What follows belongs to an exercise in optimizing a design on an open flow for small area, a short achievable clock period and few clock cycles per item; a production flow would make more cautious choices.
The RTL was checked by simulation tests, not by an equivalence proof against the original design.
Power is estimated from default activity; no workload was simulated.

build 23:
## mem_responder
module mem_responder #(
    parameter int DEPTH_WORDS = 64,
    parameter int LATENCY     = 2
) (
    input  logic        clk,
    input  logic        reset,
    input  logic        req_valid,
    output logic        req_ready,
    input  logic        req_write,
    input  logic [1:0]  req_size,
    input  logic [31:0] req_addr,
    input  logic [31:0] req_wdata,
    output logic        resp_valid,
    output logic [31:0] resp_rdata,
    output logic        resp_error
);
clock: 6.0 ns
lec_check: 0
cap_margin: 20
core_margin: 2
core_utilization: 40
cts_buf_list: sky130_fd_sc_hd__clkbuf_16
cts_cluster_diameter: 100
cts_cluster_size: 28
setup_slack_margin: 3.35
slew_margin: 20
synth_hierarchical: 1
standard.sh (not shown) runs the stock make flow with config.mk's settings and CLKGATE_MAP_FILE= SYNTH_SCRIPT=/design/flow/synth_recipe.tcl, a recipe that flattens the netlist after the stock synthesis.
==> flow/flow/run.sh <==
#!/bin/bash
# The standard layout (standard.sh, the standard flow's own ORFS run) with three changes:
#   - port buffers are sky130_fd_sc_hd__buf_1 (the resizer upsizes them where timing needs it)
#     instead of the clkdlybuf4s50_1 delay cells buffer_ports picks by default;
#   - clock tree synthesis inserts no dummy loads;
#   - the resizer may change a cell's footprint when it resizes it.
# Every tool's output is in orfs/logs/ (one log per step) and the make output in standard.log.
set -euo pipefail
bash standard.sh \
  "BUFFER_PORTS_ARGS=-buffer_cell sky130_fd_sc_hd__buf_1" \
  "CTS_ARGS=-sink_clustering_enable -repair_clock_nets -sink_clustering_size 28 -sink_clustering_max_diameter 100 -buf_list sky130_fd_sc_hd__clkbuf_16 -dont_use_dummy_load" \
  MATCH_CELL_FOOTPRINT=0 \
  finish > standard.log 2>&1
Testbench counts of build 23, summed over its fixed seeds: cycles 9,616, items 9,600.
Changes in build 3 relative to build 23:
Settings: SETUP_SLACK_MARGIN now 3.65, was 3.35.
--- a/flow/flow/run.sh
+++ b/flow/flow/run.sh
@@ -1,3 +1,3 @@
 #!/bin/bash
-# The standard layout (standard.sh, the standard flow's own ORFS run) with three changes:
+# The standard layout (standard.sh, the standard flow's own ORFS run) with these changes:
 #   - port buffers are sky130_fd_sc_hd__buf_1 (the resizer upsizes them where timing needs it)
@@ -5,3 +5,5 @@
 #   - clock tree synthesis inserts no dummy loads;
-#   - the resizer may change a cell's footprint when it resizes it.
+#   - the resizer may change a cell's footprint when it resizes it;
+#   - the reset and req_ready pins are placed side by side (req_ready = !reset is a path
+#     from one port straight to the other).
 # Every tool's output is in orfs/logs/ (one log per step) and the make output in standard.log.
@@ -12,2 +14,3 @@
   MATCH_CELL_FOOTPRINT=0 \
+  "PLACE_PINS_ARGS=-group_pins {reset req_ready}" \
   finish > standard.log 2>&1
Results
- On total chip power: between build 3 and build 23, it ends up lower for build 23.
- Summary of build 3 over build 23: vias after detailed routing increased by 1,588 relative to the old numbers; global-route usage saw an increase.
Input changes introduced in build 69 (baseline for comparison: build 3):
Settings: SETUP_SLACK_MARGIN: 3.65 -> 3.35; CORE_UTILIZATION: 40 -> 50.
==> flow/run.sh (new file) <==
#!/bin/bash
# synth_recipe.tcl (not shown) runs the flow's synth.tcl, then flattens the netlist and writes it again
# the make line also repeats each setting of config.mk as NAME=value (left out here)
make -C /OpenROAD-flow-scripts/flow DESIGN_CONFIG=/design/flow/config.mk WORK_HOME=/design/flow/orfs CLKGATE_MAP_FILE= SYNTH_SCRIPT=/design/flow/synth_recipe.tcl finish
removed: flow/flow/run.sh
removed: flow/standard.sh
==> results.txt <==
| flip-flop and latch count | build 3 vs build 69 | ≈ equal |. Build 69 — sequential cell fraction of total power 0.5 points lower, build 3 as reference. Diff build 3 and build 69: starting density of the core higher in build 69. On final routed wirelength across all metal layers: between build 3 and build 69, it ends up higher for build 3. In terms of final estimated routing congestion in global placement, build 69 and build 3 differ only marginally. The transition time of the tightest slew-check pin number comes out lower for build 69 vs build 3. Build 69 vs build 3: number of inserted filler cells in the final layout down by more than a quarter. After synthesis and placement, the instance count of build 69 is below that of build 3. Of build 3 and build 69, the higher count of plain and timing-repair buffers in the layout belongs to build 3. When build 69 is set beside build 3, its critical path depth turns out to be 4 larger.
Inputs modified between build 69 and build 96:
Settings: a change of SETUP_SLACK_MARGIN from 3.35 to 3.5; a change of CORE_UTILIZATION from 50 to 35.
==> flow/flow/run.sh (new file) <==
#!/bin/bash
# The standard layout (standard.sh, the standard flow's own ORFS run) with three changes:
#   - port buffers are sky130_fd_sc_hd__buf_1 (the resizer upsizes them where timing needs it)
#     instead of the clkdlybuf4s50_1 delay cells buffer_ports picks by default;
#   - clock tree synthesis inserts no dummy loads;
#   - the resizer may change a cell's footprint when it resizes it.
# Every tool's output is in orfs/logs/ (one log per step) and the make output in standard.log.
set -euo pipefail
bash standard.sh \
  "BUFFER_PORTS_ARGS=-buffer_cell sky130_fd_sc_hd__buf_1" \
  "CTS_ARGS=-sink_clustering_enable -repair_clock_nets -sink_clustering_size 28 -sink_clustering_max_diameter 100 -buf_list sky130_fd_sc_hd__clkbuf_16 -dont_use_dummy_load" \
  MATCH_CELL_FOOTPRINT=0 \
  finish > standard.log 2>&1
==> flow/standard.sh (new file) <==
#!/bin/bash
# synth_recipe.tcl (not shown) runs the flow's synth.tcl, then flattens the netlist and writes it again
# the make line also repeats each setting of config.mk as NAME=value (left out here)
make -C /OpenROAD-flow-scripts/flow DESIGN_CONFIG=/design/flow/config.mk WORK_HOME=/design/flow/orfs CLKGATE_MAP_FILE= SYNTH_SCRIPT=/design/flow/synth_recipe.tcl "${@:-finish}"
removed: flow/run.sh
Notes after the runs:
Having completed the whole flow, build 96 delivered a layout that passed the timing, design-rule and antenna checks.
Relative to build 69, the switching power share of the total of build 96 is lower by 0.58 points.
Post-route worst hold slack sits higher in build 96 than in build 69.
Looking at final area across build 96 and build 69, the one that comes out higher is build 96.
From build 69 to build 96 the numbers moved as follows: total setup buffers inserted after CTS now larger, number of cells on the critical path now smaller, maximum resistive drop on vdd now larger, core utilization now smaller.
Worst setup slack was higher in the run labelled build 96.
Per the comparison of build 96 with build 69, fmax went up 17 MHz; maximum cell stage delay along the critical path lower; final total power moved down.
Relative to build 96, the following input files were edited for build 77:
Settings: swapping 3.5 for 3.35 in SETUP_SLACK_MARGIN; swapping 35 for 40 in CORE_UTILIZATION.
==> flow/run.sh (new file) <==
#!/bin/bash
# synth_recipe.tcl (not shown) runs the flow's synth.tcl, then flattens the netlist and writes it again
# the make line also repeats each setting of config.mk as NAME=value (left out here)
make -C /OpenROAD-flow-scripts/flow DESIGN_CONFIG=/design/flow/config.mk WORK_HOME=/design/flow/orfs CLKGATE_MAP_FILE= SYNTH_SCRIPT=/design/flow/synth_recipe.tcl finish
removed: flow/flow/run.sh
removed: flow/standard.sh
--- outcome ---
- ~same global-route wire length before repair in build 96 and build 77
- Relative to build 96, build 77 degrades final critical delay including setup and external delays.
- For the portion of the clock cycle consumed by the worst path in the final layout, build 77 came in 0.68 points higher than build 96 did.
- Compared with build 96, in build 77 utilization picked up an extra 5.7 points, minimum setup slack after placement fell 140 ps.
- Build 77 vs build 96: routed length on met2 up in build 77
- Floorplan die width, build 96 and build 77: smaller value in build 77

## what the ideal ports hide
No port has a modelled driver above. Below, the same layouts with a new extraction and two added sets of constraints. Step 1 sets driving cells, clkbuf_16 on the clock port and buf_2 on the other inputs (assumed; they add their load-dependent delay and slew). Step 2 times the ports against the registers' clock, not the clock port: input delays grow and output delays shrink by t, the midpoint of the rising clock arrivals with the driver on. a / b / c = no drivers / after step 1 / after step 2; a / b = the first two.
run | t, ns | setup slack, ns | worst slew at a driven data input, ns
build 23 | 0.797 | 3.377 / 3.329 / 2.783 | 0.10
build 3 | 0.809 | 3.376 / 3.335 / 3.153 | 0.25
build 69 | 0.800 | 3.256 / 3.256 / 2.761 | 0.17
build 96 | 0.816 | 3.378 / 3.342 / 2.883 | 0.35
build 77 | 0.806 | 3.337 / 3.311 / 2.672 | 0.11
After both steps every run listed still meets setup and hold. The setup slack of build 77, which loses most, moves by -0.026 ns with the drivers and by -0.665 ns with both steps.
